This design comes from an exercise in tuning for small area on the open sky130 flow, not from production work. In this exercise RTL edits were held to simulation tests only and were not proved equivalent to the original.

==> inputs of v2 <==
## luma_invert_via_yuv
module luma_invert_via_yuv (
    input  wire logic       i_clk,
    input  wire logic       i_rst_n,
    input  wire logic       start,
    output logic            busy,
    input  wire logic [7:0] i_red_in,
    input  wire logic [7:0] i_green_in,
    input  wire logic [7:0] i_blue_in,
    input  wire logic [7:0] i_alpha_in,
    input  wire logic       i_last_in,
    output logic            o_valid,
    output logic [7:0]      o_red_out,
    output logic [7:0]      o_green_out,
    output logic [7:0]      o_blue_out,
    output logic [7:0]      o_alpha_out,
    output logic            o_last_out
);
    assign busy = 1'b0;
    logic [3:0] r_vld;
    logic [7:0] r_alpha [4];
    logic       r_last  [4];
    always_ff @(posedge i_clk) begin
        if (!i_rst_n) begin
            r_vld <= 4'd0;
        end else begin
            r_vld <= {r_vld[2:0], start};
        end
        r_alpha[0] <= i_alpha_in;
        r_last[0]  <= i_last_in;
        for (int i = 1; i < 4; i++) begin
            r_alpha[i] <= r_alpha[i-1];
            r_last[i]  <= r_last[i-1];
        end
    end
    assign o_valid     = r_vld[3];
    assign o_alpha_out = r_alpha[3];
    assign o_last_out  = r_last[3];
  ...
==> flow/config.mk <==
export PLATFORM = sky130hd
export DESIGN_NAME = luma_invert_via_yuv
export DESIGN_NICKNAME = luma_invert_via_yuv
export VERILOG_FILES = /design/flow/design.v
export SDC_FILE = /design/flow/constraint.sdc
export NUM_CORES = 4
export LEC_CHECK = 0
export ABC_AREA = 0
export CAP_MARGIN = 20
export CORE_MARGIN = 2
export CORE_UTILIZATION = 40
export SLEW_MARGIN = 20
export SYNTH_HIERARCHICAL = 1
export SYNTH_MINIMUM_KEEP_SIZE = 0
==> flow/constraint.sdc <==
create_clock -name core_clock -period 5.5 [get_ports {i_clk}]
set_input_delay 1.1000 -clock core_clock [delete_from_list [all_inputs] [get_ports {i_clk}]]
set_output_delay 1.1000 -clock core_clock [all_outputs]
set_load 0.01 [all_outputs]
standard.sh (not shown) runs the stock make flow with config.mk's settings and CLKGATE_MAP_FILE= SYNTH_SCRIPT=/design/flow/synth_recipe.tcl, a recipe that flattens the netlist after the stock synthesis.
==> flow/flow/run.sh <==
#!/bin/bash
# Standard layout, with the smallest buffer cell for the port buffers and a
# clock tree of smaller buffers without dummy loads.
export BUFFER_PORTS_ARGS="-buffer_cell sky130_fd_sc_hd__buf_1"
export CTS_ARGS="-sink_clustering_enable -repair_clock_nets -dont_use_dummy_load -buf_list sky130_fd_sc_hd__clkbuf_8 -sink_clustering_size 12"
bash standard.sh > standard.log 2>&1
==> v37: changes against v2 <==
Settings changed: CAP_MARGIN 20 to 5, CORE_UTILIZATION 40 to 60, SLEW_MARGIN 20 to 5.
==> comparison table <==
Transition time at the pin with the least slew margin: v2 0.681 ns; v37 0.715 ns
Wire length of the first global-routing pass: v2 45.5 mm; v37 44.3 mm
# Taps: v2 442; v37 275
CORE AREA: v2 32400 µm²; v37 21200 µm²
Timing endpoint of the critical path: v2 o_blue_out[6]; v37 o_red_out[6]
Origin of the critical flop-to-flop path: v2 D1_q2[5]; v37 D1_q1[3]
Outcome: v2 timing/DRC/antenna clean; v37 timing/DRC/antenna clean
Min-Delay Endpoint: v2 r_alpha[3][2]; v37 r_alpha[1][0]
RD Place Congestion: v2 0.930; v37 0.919
Reg2Reg Setup Slack: v2 0.41 ns; v37 0.36 ns
Total wire length after detailed routing: v2 28.0 mm; v37 26.9 mm
Ratio of final minimum period to clock period: v2 0.971; v37 0.961
Row Count: v2 66; v37 53
Global-route met1 utilization: v2 0.231; v37 0.315


==> run a: inputs <==
Another version of the RTL of luma_invert_via_yuv (not shown whole).
==> flow/config.mk <==
export PLATFORM = sky130hd
export DESIGN_NAME = luma_invert_via_yuv
export DESIGN_NICKNAME = luma_invert_via_yuv
export VERILOG_FILES = /design/flow/design.v
export SDC_FILE = /design/flow/constraint.sdc
export NUM_CORES = 4
export LEC_CHECK = 0
export ABC_AREA = 0
export CAP_MARGIN = 20
export CORE_MARGIN = 2
export CORE_UTILIZATION = 40
export SLEW_MARGIN = 20
export SYNTH_HIERARCHICAL = 1
export SYNTH_MINIMUM_KEEP_SIZE = 0
==> flow/constraint.sdc <==
create_clock -name core_clock -period 5.5 [get_ports {i_clk}]
set_input_delay 1.1000 -clock core_clock [delete_from_list [all_inputs] [get_ports {i_clk}]]
set_output_delay 1.1000 -clock core_clock [all_outputs]
set_load 0.01 [all_outputs]
==> flow/flow/run.sh <==
#!/bin/bash
# Standard layout, with the smallest buffer cell for the port buffers and a
# clock tree of smaller buffers without dummy loads.
export BUFFER_PORTS_ARGS="-buffer_cell sky130_fd_sc_hd__buf_1"
export CTS_ARGS="-sink_clustering_enable -repair_clock_nets -dont_use_dummy_load -buf_list sky130_fd_sc_hd__clkbuf_8 -sink_clustering_size 20"
bash standard.sh > standard.log 2>&1
==> run b (differences from run a) <==
==> flow/flow/run.sh (replaced) <==
#!/bin/bash
# Standard layout, with the smallest buffer cell for the port buffers and a
# clock tree of smaller buffers without dummy loads.
export BUFFER_PORTS_ARGS="-buffer_cell sky130_fd_sc_hd__buf_1"
export CTS_ARGS="-sink_clustering_enable -repair_clock_nets -dont_use_dummy_load -buf_list sky130_fd_sc_hd__clkbuf_8 -sink_clustering_size 12"
bash standard.sh > standard.log 2>&1
--- a/flow/config.mk
+++ b/flow/config.mk
@@ -9,6 +9,7 @@
 export CAP_MARGIN = 20
 export CORE_MARGIN = 2
 export CORE_UTILIZATION = 40
+export GPL_TIMING_DRIVEN = 0
 export SLEW_MARGIN = 20
 export SYNTH_HIERARCHICAL = 1
 export SYNTH_MINIMUM_KEEP_SIZE = 0
==> notes <==
- Run a completed without violations. Run b completed without violations.
- Of run b and run a, run a has the higher global-route usage (gap 1.0 points).
- Of run b and run a, run b has the higher worst hold slack (gap 9.3 ps).
- Against run b, the cell area of run a is smaller by 0.32%.
- Between run b and run a, the lower clock skew is in run a (gap 4.8 ps).
- In run a the routed wire length is larger than in run b, by about 8%.
- In fmax, run a and run b hardly differ.
- Synthesized cell count is the same in run a and run b.
- Between run a and run b, the lower sequential share of layout area is in run a (gap 0.19 points).
==> figures <==
|  | run a | run b |
|---|---|---|
| Post-layout utilization of the core | 44.7% | 44.9% |
| Met2 routed wirelength | 13.6 mm | 12.7 mm |
| Share of the final layout cell area in sequential cells | 22.4% | 22.6% |
| Status | timing/DRC/antenna clean | timing/DRC/antenna clean |
| Data required, critical path | 4400 ps | 5800 ps |
| HPWL after DPL | 23.8 mm | 21.8 mm |
| Clock buf/inv share | 1.65% | 1.64% |
| Final period utilization | 95.8% | 95.8% |
| Number of non-clock buffers in the layout | 103 | 107 |
| Arr. time, crit path | 4170 ps | 5570 ps |
| DR pass1 iterations | 5 | 4 |
| Endpoint of the worst-slack reg-to-reg timing path | f_dv_q3[5] | f_dv_q3[1] |
| Met2 track utilization from global routing | 30.0% | 28.0% |
| First-pass GRT wire length | 45.9 mm | 43.6 mm |
| Worst hold margin | 312 ps | 321 ps |
| Number of nets at the end of the flow | 1,488 | 1,492 |
| Delay of the slowest cell on the worst path | 460 ps | 520 ps |
| Global Route met3 Usage | 3.82% | 2.95% |
| Logic depth of the worst register-to-register path | 11 | 12 |

re-timing with driven ports:
No port has a modelled driver above. Below, the same layouts with a new extraction and two added sets of constraints.
Step 1 (the two cells are an assumption about what drives the block):
set clk [get_ports {i_clk}]
set_driving_cell -lib_cell sky130_fd_sc_hd__clkbuf_16 $clk
set_driving_cell -lib_cell sky130_fd_sc_hd__buf_2 [delete_from_list [all_inputs] $clk]
Step 2 times the ports against the registers' clock, not the clock port: input delays grow and output delays shrink by t, the midpoint of the rising clock arrivals with the driver on.
Slacks: ideal / step 1 / step 2; pairs: ideal / step 1.
run	t, ns	setup WS [ns]	worst setup path at the end	slew at the worst register clock pin (ns)	worst data-port slew with drivers (ns)
v2	0.492	0.161 / 0.115 / 0.407	register to register	0.10 / 0.10	0.04
v37	0.484	0.213 / 0.167 / 0.359	register to register	0.10 / 0.10	0.03
run a	0.479	0.232 / 0.188 / 0.393	register to register	0.09 / 0.09	0.04
run b	0.478	0.232 / 0.198 / 0.232	register to register	0.09 / 0.09	0.04
After both steps every run listed still meets setup and hold.
